Background: an optimization exercise with open tools, aiming at small area. Do not read the settings as production practice.
Only simulation tests tie the RTL to the original design; equivalence was not proved.
No activity file was given, so power comes from the tool's default toggle rates.

Setup of the previous run:
==> module sampleFifo, before the edit <==
module sampleFifo (
   input  wire         USB_Clk,
   input  wire         softReset,
   input  wire         altSetting,
   input  wire  [3:0]  endpoint,
   input  wire         outValid,
   input  wire         outEoP,
   input  wire  [7:0]  outData,
   input  wire         sampleStrobe,
   output logic [17:0] sampleWord         
);
   localparam int WORDS = 256;
   localparam int W     = 18;
   localparam int TAPS  = 32;
   logic [FIFO_ADDR_BITS-1:0] writeAddr;     
   logic [FIFO_ADDR_BITS-3:0] readAddr;      
   logic [7:0]  writeByte;
   logic        writePending;
   logic        eopPending;
   logic        audioPacket;
   logic        clear;
   logic        playing;
   assign audioPacket = altSetting && (endpoint == AUDIO_ENDPOINT) && outValid;
   assign clear       = softReset || !altSetting;
   always_ff @(posedge USB_Clk) begin
      writeByte <= outData;
      if (clear) begin
         writePending <= 1'b0;
         eopPending   <= 1'b0;
      end else begin
         writePending <= audioPacket && !outEoP;
         eopPending   <= audioPacket && outEoP;
      end
   end
   function automatic logic [W-1:0] laneBits(input logic [3:0] lanes);
      laneBits = {{8{lanes[3]}}, lanes[2], {8{lanes[1]}}, lanes[0]};
   endfunction
   logic [W-1:0] byteBits;                   
   assign byteBits = {writeByte, writeByte[7], writeByte, writeByte[7]};
   logic [3:0] writeLane;
   assign writeLane = writePending ? (4'b0001 << writeAddr[1:0]) : 4'b0000;
   logic [7:0]   turn;                       
   logic [W-1:0] ring [0:WORDS-1];
   logic [W-1:0] ringNext [0:WORDS-1];
   logic [W-1:0] entryData [0:3];
   logic [3:0]   entryMask [0:3];
   logic [5:0]   entryWord [0:3];            
   logic [1:0]   busEntry;
   logic [7:0]   busPlace;
   logic         busDue;
   logic [W-1:0] busData;
   logic [3:0]   busMask;
   assign busEntry = ~turn[1:0];
   assign busPlace = {entryWord[busEntry], busEntry} + turn + 8'd1;
   assign busDue   = (busPlace[2:0] == 3'd0);
   assign busData  = entryData[busEntry];
   assign busMask  = busDue ? entryMask[busEntry] : 4'b0000;
   always_comb begin
      for (int p = 0; p < WORDS; p++) begin
         ringNext[p] = ring[(p + WORDS - 1) % WORDS];
         if ((p % (WORDS / TAPS)) == 0) begin
            if (busPlace[7:3] == p / (WORDS / TAPS))
               ringNext[p] = (busData & laneBits(busMask)) | (ring[(p + WORDS - 1) % WORDS] & ~laneBits(busMask));
         end
      end
   end
   always_ff @(posedge USB_Clk) begin
      turn <= turn + 8'd1;
      for (int p = 0; p < WORDS; p++)
         ring[p] <= ringNext[p];
   end
   always_ff @(posedge USB_Clk) begin
      for (int e = 0; e < 4; e++) begin
         if (writePending && (writeAddr[3:2] == e[1:0])) begin
            entryWord[e] <= writeAddr[9:4];
            entryData[e] <= (entryData[e] & ~laneBits(writeLane)) | (byteBits & laneBits(writeLane));
         end
         entryMask[e] <= (entryMask[e] & ~((busEntry == e[1:0]) ? busMask : 4'b0000))
                         | ((writeAddr[3:2] == e[1:0]) ? writeLane : 4'b0000);
      end
   end
   logic [W-1:0] nextWord;
   logic [3:0]   have;
   logic         atTap0;
   logic [3:0]   snoop;
   logic [3:0]   load;
   logic         advance;
   assign advance = playing && sampleStrobe;
   assign atTap0  = (readAddr + turn + 8'd1 == 8'd0);
   assign snoop   = (writeAddr[9:2] == readAddr) ? writeLane : 4'b0000;
   assign load    = atTap0 ? ~have : 4'b0000;
   always_ff @(posedge USB_Clk) begin
      nextWord <= (nextWord & ~laneBits(snoop | load))
                  | (byteBits & laneBits(snoop))
                  | (ringNext[0] & laneBits(load & ~snoop));
      if (clear || advance) have <= 4'b0000;
      else                  have <= have | snoop | load;
   end
   always_ff @(posedge USB_Clk) begin
      if (clear) begin
         writeAddr  <= '0;
         readAddr   <= '0;
         playing    <= 1'b0;
         sampleWord <= '0;    
      end else begin
         if (writePending)    writeAddr <= writeAddr + 1'b1;
         else if (eopPending) writeAddr[1:0] <= 2'b00;    
         if (writeAddr == FIFO_PREFILL) playing <= 1'b1;
         if (advance) begin
            sampleWord <= nextWord;
            readAddr   <= readAddr + 1'b1;
         end
      end
   end
endmodule
clock: 10.0 ns
lec_check: 0
cap_margin: 20
core_margin: 2
core_utilization: 60
cts_cluster_diameter: 100
cts_cluster_size: 25
place_density: 0.7
slew_margin: 20
synth_memory_max_bits: 16384
run.sh (not shown) runs the stock make flow with config.mk's settings and CLKGATE_MAP_FILE= SYNTH_SCRIPT=/design/flow/synth_recipe.tcl, a recipe that flattens the netlist after the stock synthesis.
Setup changes, the previous run to the current run
==> flow/design.v, changed modules only <==
module sampleFifo (
   input  wire         USB_Clk,
   input  wire         softReset,
   input  wire         altSetting,
   input  wire  [3:0]  endpoint,
   input  wire         outValid,
   input  wire         outEoP,
   input  wire  [7:0]  outData,
   input  wire         sampleStrobe,
   output logic [17:0] sampleWord         
);
   localparam int WORDS = 256;
   localparam int W     = 18;
   localparam int TAPS  = 32;
   logic [FIFO_ADDR_BITS-1:0] writeAddr;     
   logic [FIFO_ADDR_BITS-3:0] readAddr;      
   logic [7:0]  writeByte;
   logic        writePending;
   logic        eopPending;
   logic        audioPacket;
   logic        clear;
   logic        playing;
   assign audioPacket = altSetting && (endpoint == AUDIO_ENDPOINT) && outValid;
   assign clear       = softReset || !altSetting;
   always_ff @(posedge USB_Clk) begin
      writeByte <= outData;
      if (clear) begin
         writePending <= 1'b0;
         eopPending   <= 1'b0;
      end else begin
         writePending <= audioPacket && !outEoP;
         eopPending   <= audioPacket && outEoP;
      end
   end
   function automatic logic [W-1:0] laneBits(input logic [3:0] lanes);
      laneBits = {{8{lanes[3]}}, lanes[2], {8{lanes[1]}}, lanes[0]};
   endfunction
   logic [W-1:0] byteBits;                   
   assign byteBits = {writeByte, writeByte[7], writeByte, writeByte[7]};
   logic [3:0] writeLane;
   assign writeLane = writePending ? (4'b0001 << writeAddr[1:0]) : 4'b0000;
   logic [7:0]   turn;                       
   logic [W-1:0] ring [0:WORDS-1];
   logic [W-1:0] ringNext [0:WORDS-1];
   logic [W-1:0] entryData [0:3];
   logic [3:0]   entryMask [0:3];
   logic [7:0]   lastWord;
   logic [1:0]   busEntry;
   logic [7:0]   busPlace;
   logic         busDue;
   logic [W-1:0] busData;
   logic [3:0]   busMask;
   assign busEntry = ~turn[1:0];
   logic         borrow;
   assign borrow   = (lastWord[1:0] < busEntry);
   assign busPlace = {lastWord[7:2] + turn[7:2] + {5'd0, !borrow}, 2'b00};
   assign busDue   = !busPlace[2];
   assign busData  = entryData[busEntry];
   assign busMask  = busDue ? entryMask[busEntry] : 4'b0000;
   always_comb begin
      for (int p = 0; p < WORDS; p++) begin
         ringNext[p] = ring[(p + WORDS - 1) % WORDS];
         if ((p % (WORDS / TAPS)) == 0) begin
            if (busPlace[7:3] == p / (WORDS / TAPS))
               ringNext[p] = ~((((((p / (WORDS / TAPS)) % 2) == 0) ? ~busData : busData) & laneBits(busMask))
                               | (ring[(p + WORDS - 1) % WORDS] & ~laneBits(busMask)));
            else
               ringNext[p] = ~ring[(p + WORDS - 1) % WORDS];
         end
      end
   end
   always_ff @(posedge USB_Clk) begin
      turn <= turn + 8'd1;
      for (int p = 0; p < WORDS; p++)
         ring[p] <= ringNext[p];
   end
   always_ff @(posedge USB_Clk) begin
      if (writePending) lastWord <= writeAddr[9:2];
      for (int e = 0; e < 4; e++) begin
         if (writePending && (writeAddr[3:2] == e[1:0]))
            entryData[e] <= (entryData[e] & ~laneBits(writeLane)) | (byteBits & laneBits(writeLane));
         entryMask[e] <= (entryMask[e] & ~((busEntry == e[1:0]) ? busMask : 4'b0000))
                         | ((writeAddr[3:2] == e[1:0]) ? writeLane : 4'b0000);
      end
   end
   logic [W-1:0] nextWord;
   logic [3:0]   have;
   logic         atTap0;
   logic [3:0]   snoop;
   logic [3:0]   load;
   logic         advance;
   assign advance = playing && sampleStrobe;
   assign atTap0  = (turn == ~readAddr);    
   assign snoop   = (writeAddr[9:2] == readAddr) ? writeLane : 4'b0000;
   assign load    = atTap0 ? ~have : 4'b0000;
   always_ff @(posedge USB_Clk) begin
      nextWord <= (nextWord & ~laneBits(snoop | load))
                  | (byteBits & laneBits(snoop))
                  | (ringNext[0] & laneBits(load & ~snoop));
      if (clear || advance) have <= 4'b0000;
      else                  have <= have | snoop | load;
   end
   always_ff @(posedge USB_Clk) begin
      if (clear) begin
         writeAddr  <= '0;
         readAddr   <= '0;
         playing    <= 1'b0;
         sampleWord <= '0;    
      end else begin
         if (writePending)    writeAddr <= writeAddr + 1'b1;
         else if (eopPending) writeAddr[1:0] <= 2'b00;    
         if (writeAddr == FIFO_PREFILL) playing <= 1'b1;
         if (advance) begin
            sampleWord <= nextWord;
            readAddr   <= readAddr + 1'b1;
         end
      end
   end
endmodule
[summary]
- Against the previous run, overall power consumption in the current run came out better.
- The area of the die in the current run sits 1.4% below the value recorded for the previous run.
- The previous run was larger in final cell area than the current run.
- The current run vs the previous run: post-synthesis register bit count down in the current run
- Changes observed in the current run relative to the previous run: flip-flop and latch count down 16; post-synthesis compound-gate area fraction up 1.1 points; synthesized netlist net count up 60; number of H-tree levels flat.
- Compared with the previous run, the current run has less setup slack.
- The current run vs. the previous run: met3 track demand over resource went down by 0.16 points.
- Diff the current run and the previous run: worst setup timing slack at the placement stage lower in the current run
- The previous run → the current run: number of enable flip-flop cells after synthesis down 11%; area of the mapped netlist down 1.5%.

## port drivers added, routing unchanged
How much do the figures lean on ideal ports? The routed layouts below were timed once more, with nothing changed but the port constraints. Step 1, drivers: a clkbuf_16 drives USB_Clk and a buf_2 each remaining input, both assumed. Step 2 moves the port delays by t, midway between the first and last clock arrival at a register: inputs arrive t later, outputs are due t later. That takes back most of the time a late clock gives input paths. Three values: ideal ports, drivers, drivers and shift; two values: the first two.
run	t, ns	setup slack, ns	hold slack, ns
the previous run	0.936	4.413 / 4.334 / 4.669	0.310 / 0.310 / 0.310
the current run	0.945	4.306 / 4.219 / 4.554	0.309 / 0.309 / 0.309
After both steps every run listed still meets setup and hold.
